From an optimization exercise on the open Yosys and OpenROAD flow, aimed at small area; shortcuts taken in it are not production practice. Only simulation tests tie the RTL to the original design; equivalence was not proved. Power is estimated from default activity; no workload was simulated.

==> design.v <==
package vsn_sparam_pkg;
    localparam int NPORTS_DEFAULT     = 3;
    localparam int COEF_WIDTH_DEFAULT = 16;
endpackage
module vsn_coef_ramp #(
    parameter int COEF_WIDTH = 16,
    parameter int RAMP_LOG2  = 4
) (
    input  logic                        clk,
    input  logic                        resetn,
    input  logic [COEF_WIDTH-1:0]       target,
    input  logic                        load,
    input  logic                        keep,
    input  logic [(1<<RAMP_LOG2)-1:0]   frac_carry,
    output logic [COEF_WIDTH-1:0]       value
);
    localparam int QW = COEF_WIDTH + 1 - RAMP_LOG2;
    logic [COEF_WIDTH:0]   delta_q;
    logic [COEF_WIDTH:0]   delta_d;
    logic [COEF_WIDTH-1:0] value_q;
    logic [COEF_WIDTH-1:0] value_d;
    logic                  carry_q;
    vsn_split_add #(.W(COEF_WIDTH + 1), .B0(6), .B(6)) u_sub (
        .a   ({target[COEF_WIDTH-1], target}),
        .b   (~{value_q[COEF_WIDTH-1], value_q}),
        .cin (1'b1),
        .sum (delta_d)
    );
    always_ff @(posedge clk or negedge resetn) begin
        if (!resetn) begin
            carry_q <= 1'b0;
        end else begin
            carry_q <= frac_carry[delta_q[RAMP_LOG2-1:0]];
        end
    end
    vsn_split_add #(.W(COEF_WIDTH), .B0(10), .B(6)) u_step (
        .a   (value_q),
        .b   ({{(RAMP_LOG2-1){delta_q[COEF_WIDTH]}}, delta_q[COEF_WIDTH:RAMP_LOG2]}),
        .cin (carry_q),
        .sum (value_d)
    );
    always_ff @(posedge clk or negedge resetn) begin
        if (!resetn) begin
            delta_q <= '0;
        end else if (load) begin
            delta_q <= delta_d;
        end else if (!keep) begin
            delta_q <= '0;
        end
    end
    always_ff @(posedge clk or negedge resetn) begin
        if (!resetn) begin
            value_q <= '0;
        end else begin
            value_q <= value_d;
        end
    end
    assign value = value_q;
endmodule
module vsn_split_add #(
    parameter int W  = 20,
    parameter int B0 = 7,
    parameter int B  = 7
) (
    input  logic [W-1:0] a,
    input  logic [W-1:0] b,
    input  logic         cin,
    output logic [W-1:0] sum
);
    localparam int NB = 1 + (W - B0 + B - 1) / B;
    logic [NB:0] bc;
    logic [B0:0] c;
    assign c[0] = cin;
    for (genvar i = 0; i < B0; i++) begin : g_lo
        assign sum[i] = a[i] ^ b[i] ^ c[i];
        assign c[i+1] = (a[i] & b[i]) | (c[i] & (a[i] ^ b[i]));
    end
    assign bc[1] = c[B0];
    for (genvar k = 1; k < NB; k++) begin : g_blk
        localparam int LO = B0 + (k - 1) * B;
        localparam int N  = (W - LO < B) ? (W - LO) : B;
        logic [N:0]   ch;
        logic [N-1:0] s0;
        logic [N:0]   all1;
        assign ch[0]   = 1'b0;
        assign all1[0] = 1'b1;
        for (genvar i = 0; i < N; i++) begin : g_bit
            assign s0[i]       = a[LO+i] ^ b[LO+i] ^ ch[i];
            assign ch[i+1]     = (a[LO+i] & b[LO+i]) | (ch[i] & (a[LO+i] ^ b[LO+i]));
            assign all1[i+1]   = all1[i] & s0[i];
            assign sum[LO+i]   = s0[i] ^ (bc[k] & all1[i]);
        end
        assign bc[k+1] = ch[N] | (all1[N] & bc[k]);
    end
endmodule
module vsn_sparam_coef_loader #(
    parameter int NPORTS     = vsn_sparam_pkg::NPORTS_DEFAULT,
    parameter int COEF_WIDTH = vsn_sparam_pkg::COEF_WIDTH_DEFAULT,
    parameter int RAMP_LOG2  = 4
) (
    input  logic                                 clk,
    input  logic                                 resetn,
    input  logic                                 wr_valid,
    output logic                                 wr_ready,
    input  logic [1:0]                           wr_row,
    input  logic [1:0]                           wr_col,
    input  logic [COEF_WIDTH-1:0]                wr_data,
    input  logic                                 commit_valid,
    output logic                                 commit_ready,
    input  logic                                 err_clear,
    output logic                                 err_addr,
    output logic                                 busy,
    output logic [NPORTS*NPORTS*COEF_WIDTH-1:0]  S_out
);
    localparam int NCOEF = NPORTS * NPORTS;
    localparam int NSTEP = 1 << RAMP_LOG2;
    function automatic logic [NSTEP*NSTEP-1:0] fc_table(input int n);
        logic [NSTEP*NSTEP-1:0] t;
        t = '0;
        for (int k = 0; k < n; k++) begin
            for (int r = 0; r < NSTEP; r++) begin
                t[k*NSTEP + r] = (((k + 1) * r) / NSTEP) != ((k * r) / NSTEP);
            end
        end
        fc_table = t;
    endfunction
    localparam logic [NSTEP*NSTEP-1:0] FC_TABLE = fc_table(NSTEP);
    logic                 busy_q;
    logic [RAMP_LOG2-1:0] cnt_q;
    logic                 err_q;
    logic                 wr_bad;
    logic                 commit_fire;
    logic                 keep;
    logic                 clean_q;
    logic [(1<<RAMP_LOG2)-1:0] frac_carry;
    assign wr_ready     = 1'b1;
    assign wr_bad       = (wr_row == 2'd3) || (wr_col == 2'd3);
    assign commit_ready = !busy_q;
    assign busy         = busy_q;
    assign commit_fire  = commit_valid && !busy_q;
    assign keep         = busy_q && !(&cnt_q);
    assign err_addr     = err_q;
    always_ff @(posedge clk or negedge resetn) begin
        if (!resetn) begin
            busy_q <= 1'b0;
            cnt_q  <= '0;
        end else begin
            if (commit_fire) begin
                busy_q <= 1'b1;
            end else if (&cnt_q) begin
                busy_q <= 1'b0;
            end
            cnt_q  <= cnt_d;
        end
    end
    logic [RAMP_LOG2-1:0] cnt_d;
    assign cnt_d      = busy_q ? cnt_q + 1'b1 : cnt_q;
    assign frac_carry = FC_TABLE[cnt_d*NSTEP +: NSTEP];
    always_ff @(posedge clk or negedge resetn) begin
        if (!resetn) begin
            clean_q <= 1'b0;
        end else begin
            clean_q <= 1'b1;
        end
    end
    always_ff @(posedge clk or negedge resetn) begin
        if (!resetn) begin
            err_q <= 1'b0;
        end else if (wr_valid && wr_bad) begin
            err_q <= 1'b1;
        end else if (err_clear) begin
            err_q <= 1'b0;
        end
    end
    for (genvar i = 0; i < NCOEF; i++) begin : g_coef
        localparam int ROW = i / NPORTS;
        localparam int COL = i % NPORTS;
        logic                  hit;
        logic [COEF_WIDTH-1:0] shadow_q;
        logic [COEF_WIDTH-1:0] target;
        assign hit    = wr_valid && (wr_row == 2'(ROW)) && (wr_col == 2'(COL));
        assign target = hit ? wr_data : (shadow_q & {COEF_WIDTH{clean_q}});
        always_ff @(posedge clk) begin
            shadow_q <= target;
        end
        vsn_coef_ramp #(
            .COEF_WIDTH (COEF_WIDTH),
            .RAMP_LOG2  (RAMP_LOG2)
        ) u_ramp (
            .clk    (clk),
            .resetn (resetn),
            .target (target),
            .load   (commit_fire),
            .keep   (keep),
            .frac_carry (frac_carry),
            .value  (S_out[i*COEF_WIDTH +: COEF_WIDTH])
        );
    end
endmodule
==> flow/run.sh <==
#!/bin/bash
# Own layout flow: the standard ORFS flow, with
# - the port buffers that buffer_ports inserts on every input and output made
#   the smallest buffer cell;
# - timing-driven global placement kept, but its resizer changes not kept in the
#   netlist (GPL_KEEP_OVERFLOW 0): buffering and sizing are left to the later
#   repair steps, which see the final placement.
# The make output (all tools) goes to standard.log in the work folder; ORFS
# keeps each step's own log under orfs/logs/.
set -euo pipefail
export BUFFER_PORTS_ARGS="-buffer_cell sky130_fd_sc_hd__buf_1"
export GPL_KEEP_OVERFLOW=0
bash standard.sh > standard.log 2>&1
==> standard.sh <==
#!/bin/bash
# synth_recipe.tcl (not shown) runs the flow's synth.tcl, then flattens the netlist and writes it again
# the make line also repeats each setting of config.mk as NAME=value (left out here)
make -C /OpenROAD-flow-scripts/flow DESIGN_CONFIG=/design/flow/config.mk WORK_HOME=/design/flow/orfs CLKGATE_MAP_FILE= SYNTH_SCRIPT=/design/flow/synth_recipe.tcl "${@:-finish}"
==> config.mk <==
export PLATFORM = sky130hd
export DESIGN_NAME = vsn_sparam_coef_loader
export DESIGN_NICKNAME = vsn_sparam_coef_loader
export VERILOG_FILES = /design/flow/design.v
export SDC_FILE = /design/flow/constraint.sdc
export NUM_CORES = 4
export LEC_CHECK = 0
export CAP_MARGIN = 20
export CORE_MARGIN = 2
export CORE_UTILIZATION = 40
export CTS_CLUSTER_DIAMETER = 100
export CTS_CLUSTER_SIZE = 26
export SLEW_MARGIN = 20
==> constraint.sdc <==
create_clock -name core_clock -period 5.0 [get_ports {clk}]
set_input_delay 1.0000 -clock core_clock [delete_from_list [all_inputs] [get_ports {clk}]]
set_output_delay 1.0000 -clock core_clock [all_outputs]
set_load 0.01 [all_outputs]
==> reports/results.txt, run 1 <==
Setup Viol. Count Final: 0
DR WL/cell: 18.2 um
Num ports: 173
# H-tree levels: 1
Starting density of the core: 40.3%
Kind of critical path: reg -> reg
Total GRT Usage: 19.4%
Setup ws final: 210 ps
Final Core Density: 45.2%
Die width: 256 um
Area Growth Syn to Fin: 12.0%
Final hold slack: 363 ps
Synthesis-stage register bit count: 457
Largest net degree at the start of global routing: 71
Synthesized area per cell: 10.3 sq um
Pint: 9580 uW
Slew Viols, Final: 0
Pwr dens: 614 nW/um^2
Num CTS Buffers: 22
CP Launch Type: register
DRT iter0 DRCs: 1,456
Final Instance Area: 28,400 sq um
DP Wirelength: 45,400 um
Setup Skew: 18.6 ps
Logic pwr share: 51.9%
Switching power: 7850 uW
Max Freq: 0.209 GHz
Post-synth EDFFs: 0
Max-slew headroom: 20.2%
Share of layout cells above drive strength 1: 8.08%
Peak VDD IR: 0.359 mV
Clock tree sinks: 457
Yosys top cell by area: dfrtp_1
Root buffer cell: clkbuf_16
Final std cells w/o fill: 3,446
Slew @ Worst Pin: 1200 ps
CP required: 5470 ps
Drc violations: 0
Crit. End Element: register
Mapped Cells: 2,454
CTS max path bufs: 3
Period utilisation layout: 95.8%
Die ar.: 65,400 sq um
Post-route minimum period: 4790 ps
Num rows: 92
Synth warn: 2
Post-DR vias/cell: 5.07
Grt ovf: 0
First-pass GRT wire length: 102,000 um
Synth unique cells: 84
Most frequent cells in the layout: nand2_1, inv_1, dfrtp_1
Register area share after synthesis: 42.3%
Final #Nets: 2,921
DP Cell Count: 3,378
Core ar.: 62,900 sq um
Via Count: 17.5k
Net Sw Frac: 45.0%
CTS clock-pin slew for the worst setup and hold paths: 110 ps
CTS tree: done
Clock latency (worst-skew pair): 570 ps
Fraction of synthesized cell area taken by the top area cell type: 30.9%
DP Worst Slack: -753 ps
DRT Pass-1 Iters: 7
# hold bufs at CTS: 0
Post-synthesis async set-or-reset flop share: 68.5%
Reg power frac: 35.8%
Post-DRT Antenna Nets: 0
Final Wtd Congestion: 0.889
I/O Buffers: 171
Status: finished clean
Fillers: 5,960
Vias in the first global route: 18.5k
Leak: 0.0122 uW
Max_cap viols: 0
Final Hold Fails: 0
Synth top area cells: dfrtp_1, fa_1, dfxtp_1
Top FF cell, synth: dfrtp_1
Most common cell after layout, fill and taps aside: nand2_1
Die span in y: 256 um
Worst Path Arrival: 5260 ps
Clock power share: 12.3%
Initial antenna violation count: 1
Hold Crit Class: in -> async
Routed WL: 62,800 um
Area post-placement: 27,300 sq um
Max FO, Critical Path: 2
N_diodes: 0
Worst R2R Setup Slack: 210 ps
Post-synthesis cell area: 25,400 sq um
cells in the mapped netlist, types with 10 or more instances:
cell      number
nand2_1      432
inv_1        318
dfrtp_1      313
fa_1         243
o21ai_0      229
dfxtp_1      144
clkbuf_1     102
xnor2_1       74
ha_1          69
nor2_1        57
a22o_1        56
xor2_1        48
nand3_1       41
o21a_1        34
nor3_1        17
a21oi_1       16
buf_2         14
nor3b_1       13
a211o_1       12
a32o_1        10
nand4b_1      10
final timing paths:
kind	from	end	cells after the start
hold reg to reg	g_coef[1].u_ramp.delta_q[13]$_DFFE_PN0P_	g_coef[1].u_ramp.delta_q[13]$_DFFE_PN0P_	2
setup / recovery	g_coef[1].u_ramp.carry_q$_DFF_PN0_	g_coef[1].u_ramp.value_q[11]$_DFF_PN0_	16
min in group core_clock	g_coef[1].u_ramp.delta_q[13]$_DFFE_PN0P_	g_coef[1].u_ramp.delta_q[13]$_DFFE_PN0P_	2
max in group asynchronous	resetn	g_coef[3].u_ramp.value_q[12]$_DFF_PN0_	6
setup reg to reg	g_coef[1].u_ramp.carry_q$_DFF_PN0_	g_coef[1].u_ramp.value_q[11]$_DFF_PN0_	16
hold / removal	resetn	g_coef[1].u_ramp.value_q[15]$_DFF_PN0_	1
metrics by stage:
| step | total power (uW) | setup TNS, ps |
|---|---|---|
| floorplan | 12200 | -0.207 |
| global placement | 15500 | -5353220 |
| detailed placement | 15200 | -25500 |
| CTS | 17600 | -5.22 |
| global route | 19100 | -10.5 |
| finish | 17400 | 0 |
what timing repair did:
item                       4_1_cts  5_1_grt
resized for setup               34       32
setup buffers                    9       16
gates cloned                     1        2
setup endpoints to repair       50       66
pin swaps                        3       13
state kept, by name (all words and copies together), names as in the netlist:
signal and flops:
busy_q 1, cnt_q 4, g_coef.u_ramp.value_q 144, g_coef.u_ramp.delta_q 153, g_coef.u_ramp.carry_q 9, clean_q 1
g_coef.shadow_q 144, err_q 1
kinds of logic (layout without fill, tap and decap cells):
| kind of cell | count (synthesis) | count (layout) | share of synthesized area (%) |
|---|---|---|---|
| and+or+nand+nor | 640 | 643 | 11.3 |
| AOI/OAI and AO/OA | 464 | 464 | 12.4 |
| xor gates and xnor gates | 123 | 123 | 4.28 |
| other | 1 | 2 | 0.0148 |
| adders and majority gates | 312 | 312 | 22.6 |
| DFF | 457 | 457 | 42.3 |
| buffers and inverters | 449 | 591 | 6.82 |
| muxes | 8 | 8 | 0.370 |
cell type report:
type,instances,area (sq um),area share (%)
well taps,846,1060,3.73
clock buffers,35,621,2.19
flip-flops and latches,457,10700,37.8
clock inverters,5,46.3,0.163
repair buffers,229,1510,5.33
inverters,322,1210,4.26
multi-input cells,1552,13200,46.6
worst max-delay path, stage by stage (launching register included):
cell     delay [ps]
dfrtp_1         390
inv_1           100
fa_1            180
inv_1            50
fa_1            450
fa_2            410
fa_2            410
fa_2            410
fa_2            420
fa_2            400
fa_2            400
fa_1            420
inv_1            90
fa_1            160
inv_1            60
ha_1            190
xor2_1          160
power groups by stage:
stage / logic, uW / clock network, uW / registers, uW
5_1_grt: 10300 / 2340 / 6470
3_5_place_dp: 8910 / 0 / 6340
2_1_floorplan: 6130 / 0 / 6100
4_1_cts: 9080 / 2220 / 6260
6_report: 9040 / 2140 / 6250
3_3_place_gp: 8850 / 0 / 6630
per-layer routing:
layer / routed length, um / up-vias / global-route usage, %
li1: - / 8211 / -
met1: 27100 / 8737 / 26.0
met2: 30600 / 391 / 33.3
met3: 2950 / 126 / 2.10
met4: 2050 / 2 / 5.85
met5: 18 / - / 0
==> run 2: changes to the inputs <==
==> flow/run.sh (replaced) <==
#!/bin/bash
# Own layout flow: the standard ORFS flow, with
# - the port buffers that buffer_ports inserts on every input and output made
#   the smallest buffer cell;
set -euo pipefail
export BUFFER_PORTS_ARGS="-buffer_cell sky130_fd_sc_hd__buf_1"
export CTS_ARGS="-sink_clustering_enable -repair_clock_nets -sink_clustering_size 26 -sink_clustering_max_diameter 100 -dont_use_dummy_load"
bash standard.sh > standard.log 2>&1
--- a/config.mk
+++ b/config.mk
@@ -9,3 +9,3 @@
 export CORE_MARGIN = 2
-export CORE_UTILIZATION = 40
+export CORE_UTILIZATION = 60
 export CTS_CLUSTER_DIAMETER = 100
==> run 2 against run 1 <==
  * Largest power group unchanged
  * Die area is 33% lower
  * Via count increased by 0.18%
  * Cell area fell by 1.7%
  * Count of clock-buffer cells in the layout is 14 lower
  * Clock power shrank about 10%
  * Clock skew is 25 ps higher
  * Maximum frequency fell by 0.54%
  * Largest cell class unchanged
  * Sequential cell count unchanged
  * Combinational power about the same
==> reports/results.txt, run 2 <==
Worst Path Arrival: 5280 ps (+20 ps)
Peak VDD IR: 0.721 mV (+100%)
Area Growth Syn to Fin: 10.0%
Num rows: 75 (-18%)
Most used cell, CP: fa_1
Synthesis-stage register bit count: 457 (unchanged)
DR WL/cell: 18.4 um (+0.97%)
Starting density of the core: 60.6% (+20 points)
Most common cell in the netlist: nand2_1
# hold bufs at CTS: 0 (unchanged)
CTS tree: done
CTS max path bufs: 3 (unchanged)
Slew Viols, Final: 0 (unchanged)
Root buffer cell: clkbuf_16
Yosys top cell by area: dfrtp_1
Most common cell after layout, fill and taps aside: nand2_1
CTS clock-pin slew for the worst setup and hold paths: 100 ps (about the same)
Final hold slack: 455 ps (+91.4 ps)
Max FO, Critical Path: 3 (+1)
CP cell instances: inv_1 -> fa_1 -> inv_1 -> fa_1 -> fa_2 -> fa_1 -> fa_1 -> fa_1 -> fa_1 -> fa_1 -> fa_1 -> fa_2 -> nand3_1 -> or2_2 -> nor3_1 -> xnor2_1
Post-synth EDFFs: 0 (unchanged)
Post-DR vias/cell: 5.51 (+8.7%)
Final #Nets: 2,977 (+1.9%)
Fraction of synthesized cell area taken by the top area cell type: 30.9% (unchanged)
Max_cap viols: 0 (unchanged)
Leak: 0.0122 uW (+0.59%)
Die span in y: 210 um (-18%)
Via Count: 17.5k (+0.18%)
Initial antenna violation count: 0 (-1)
Setup Skew: 43.3 ps (+24.7 ps)
Die ar.: 43,900 sq um (-33%)
Share of layout cells above drive strength 1: 9.78% (+1.7 points)
Post-synthesis async set-or-reset flop share: 68.5% (unchanged)
Top FF cell, synth: dfrtp_1
DRT Pass-1 Iters: 5 (-2)
DP Wirelength: 41,900 um (-7.8%)
Crit path buf inv count: 2 (-2)
# H-tree levels: 1 (unchanged)
Most frequent cells in the layout: nand2_1, inv_1, dfrtp_1
Vias in the first global route: 18.3k (-1.0%)
Post-synthesis cell area: 25,400 sq um (unchanged)
Final Wtd Congestion: 0.927 (+4.3%)
Slowest CP cell: dfrtp_1
Flip-flop count of the largest register after layout: 153 (unchanged)
Routed WL: 58,500 um (-6.9%)
CP required: 5460 ps (about the same)
Total GRT Usage: 27.9% (+8.5 points)
Slew @ Worst Pin: 1160 ps (-39.4 ps)
Setup ws final: 184 ps (-26.0 ps)
Pwr dens: 613 nW/um^2 (-0.18%)
Num ports: 173 (unchanged)
DRT iter0 DRCs: 1,238 (-15%)
Setup Viol. Count Final: 0 (unchanged)
Kind of critical path: reg -> reg
Largest delay contributor family on the critical path: adder cells
Biggest regs: g_coef.u_ramp.delta_q: 153 flops, g_coef.shadow_q: 144 flops, g_coef.u_ramp.value_q: 144 flops
Crit-path max cell delay: 410 ps (-40 ps)
Synth warn: 2 (unchanged)
Drc violations: 0 (unchanged)
Synth top area cells: dfrtp_1, fa_1, dfxtp_1
Mapped Cells: 2,454 (unchanged)
Area post-placement: 27,200 sq um (-0.40%)
CP Launch Type: register
I/O Buffers: 171 (unchanged)
Largest net degree at the start of global routing: 155 (+120%)
DP Worst Slack: -374 ps (+379 ps)
First-pass GRT wire length: 97,000 um (-5.1%)
Num CTS Buffers: 21 (-4.5%)
Final Instance Area: 27,900 sq um (-1.7%)
Core ar.: 41,900 sq um (-33%)
Largest Register: g_coef.u_ramp.delta_q
Post-DRT Antenna Nets: 0 (unchanged)
Final TNS setup: 0 ps (unchanged)
Max Freq: 0.208 GHz (-0.54%)
Die width: 210 um (-18%)
Post-route minimum period: 4820 ps (+26.0 ps)
Clock tree sinks: 457 (unchanged)
Synthesized area per cell: 10.3 sq um (unchanged)
Clock latency (worst-skew pair): 580 ps (about the same)
Crit. End Element: register
Register area share after synthesis: 42.3% (unchanged)
Top post-synthesis cells by count: nand2_1, inv_1, dfrtp_1
N_diodes: 0 (unchanged)
RSZ-0062 raised after global routing: no
Hold Crit Class: in -> async
Status: finished clean
Grt ovf: 0 (unchanged)
Period utilisation layout: 96.3% (+0.52 points)
Final Hold Fails: 0 (unchanged)
Synth unique cells: 84 (unchanged)
Max-slew headroom: 22.9% (+2.6 points)
==> run 2: path summary, 6_finish.rpt <==
path,from,end,slack (ps),cells past startpoint
worst max register to register,g_coef[0].u_ramp.value_q[0]$_DFF_PN0_,g_coef[0].u_ramp.value_q[15]$_DFF_PN0_,180,16
worst min register to register,g_coef[3].u_ramp.delta_q[13]$_DFFE_PN0P_,g_coef[3].u_ramp.delta_q[13]$_DFFE_PN0P_,490,2
max in group asynchronous,resetn,g_coef[6].u_ramp.value_q[15]$_DFF_PN0_,3440,2
worst max-delay path,g_coef[0].u_ramp.value_q[0]$_DFF_PN0_,g_coef[0].u_ramp.value_q[15]$_DFF_PN0_,180,16
worst min-delay path,resetn,g_coef[0].u_ramp.value_q[10]$_DFF_PN0_,450,1
min in group core_clock,g_coef[3].u_ramp.delta_q[13]$_DFFE_PN0P_,g_coef[3].u_ramp.delta_q[13]$_DFFE_PN0P_,490,2
==> run 2: what timing repair did <==
action                                  CTS  global route
pin swaps                                 1             5
resized for setup                        27            31
endpoints found under the setup margin   44            53
buffers inserted                          0             1
==> run 2: kinds of logic (layout without fill, tap and decap cells) <==
group,after synthesis,in the layout,synth area share (%)
xor+xnor,123,123,4.28
fa+ha+maj,312,312,22.6
flops,457,457,42.3
buf+inv,449,632,6.82
compound gates,464,464,12.4
mux,8,8,0.370
simple gates,640,640,11.3
other cells,1,2,0.0148
==> run 2: final cells by class <==
type                    count  area (sq um)
fillers                  3405         14000
multi-input cells        1549         13200
flip-flops and latches    457         10700
repair buffers            289          1610
inverters                 322          1210
well taps                 539           674
clock buffers              21           526
==> run 2: through the flow <==
stage               std cells  util (%)  total power [uW]
floorplan                2455         -             12200
global placement         3155      65.0             14700
detailed placement       3155      65.0             15200
CTS                      3176      66.4             17200
global route             3177      66.7             18700
finish                   3177      66.7             17100
==> run 2: routing by layer <==
layer,global-route usage [%],vias to the layer above,routed length (um)
met3,3.70,79,2730
met4,7.58,0,1490
met1,40.0,8779,26400
met5,0,-,0
met2,45.5,328,27800
li1,-,8312,-
==> run 2: worst register-to-register path: stages, from the launching register on <==
cell and delay, ps:
dfrtp_1 410, inv_1 80, fa_1 160, inv_1 50, fa_1 370, fa_2 360
fa_1 390, fa_1 390, fa_1 400, fa_1 410, fa_1 410, fa_1 410
fa_2 370, nand3_1 140, or2_2 160, nor3_1 70, xnor2_1 130
==> run 2: power breakdown <==
part / internal (uW) / total, uW / switching [uW]
Combinational: 3790 / 9010 / 5220
Sequential: 4900 / 6170 / 1280
Clock: 757 / 1920 / 1160

-- afterwards: timing with drivers on the ports --
How much do the figures lean on ideal ports? The routed layouts below were timed once more, with nothing changed but the port constraints.
Step 1 assumes that a clkbuf_16 drives the clock port and a buf_2 every other input.
Step 2 adds t to the input delays and takes it off the output delays; t is the mean of the earliest and latest rising clock arrival at the registers after step 1. Input paths then give back, and output paths get back, about the clock's delay inside the block.
a / b / c = ideal ports / drivers / drivers and shift; a / b = the first two.
run	shift t [ns]	setup WS [ns]	hold WS [ns]
run 1	0.621	0.210 / 0.210 / -0.351	0.363 / 0.327 / 0.494
run 2	0.618	0.184 / 0.184 / -0.316	0.455 / 0.424 / 0.490
Met with ideal ports but missed after step 2: setup timing in run 1 and run 2. For run 1, which loses most, drivers alone change the setup slack by 0.000 ns; drivers and shift together by -0.561 ns.
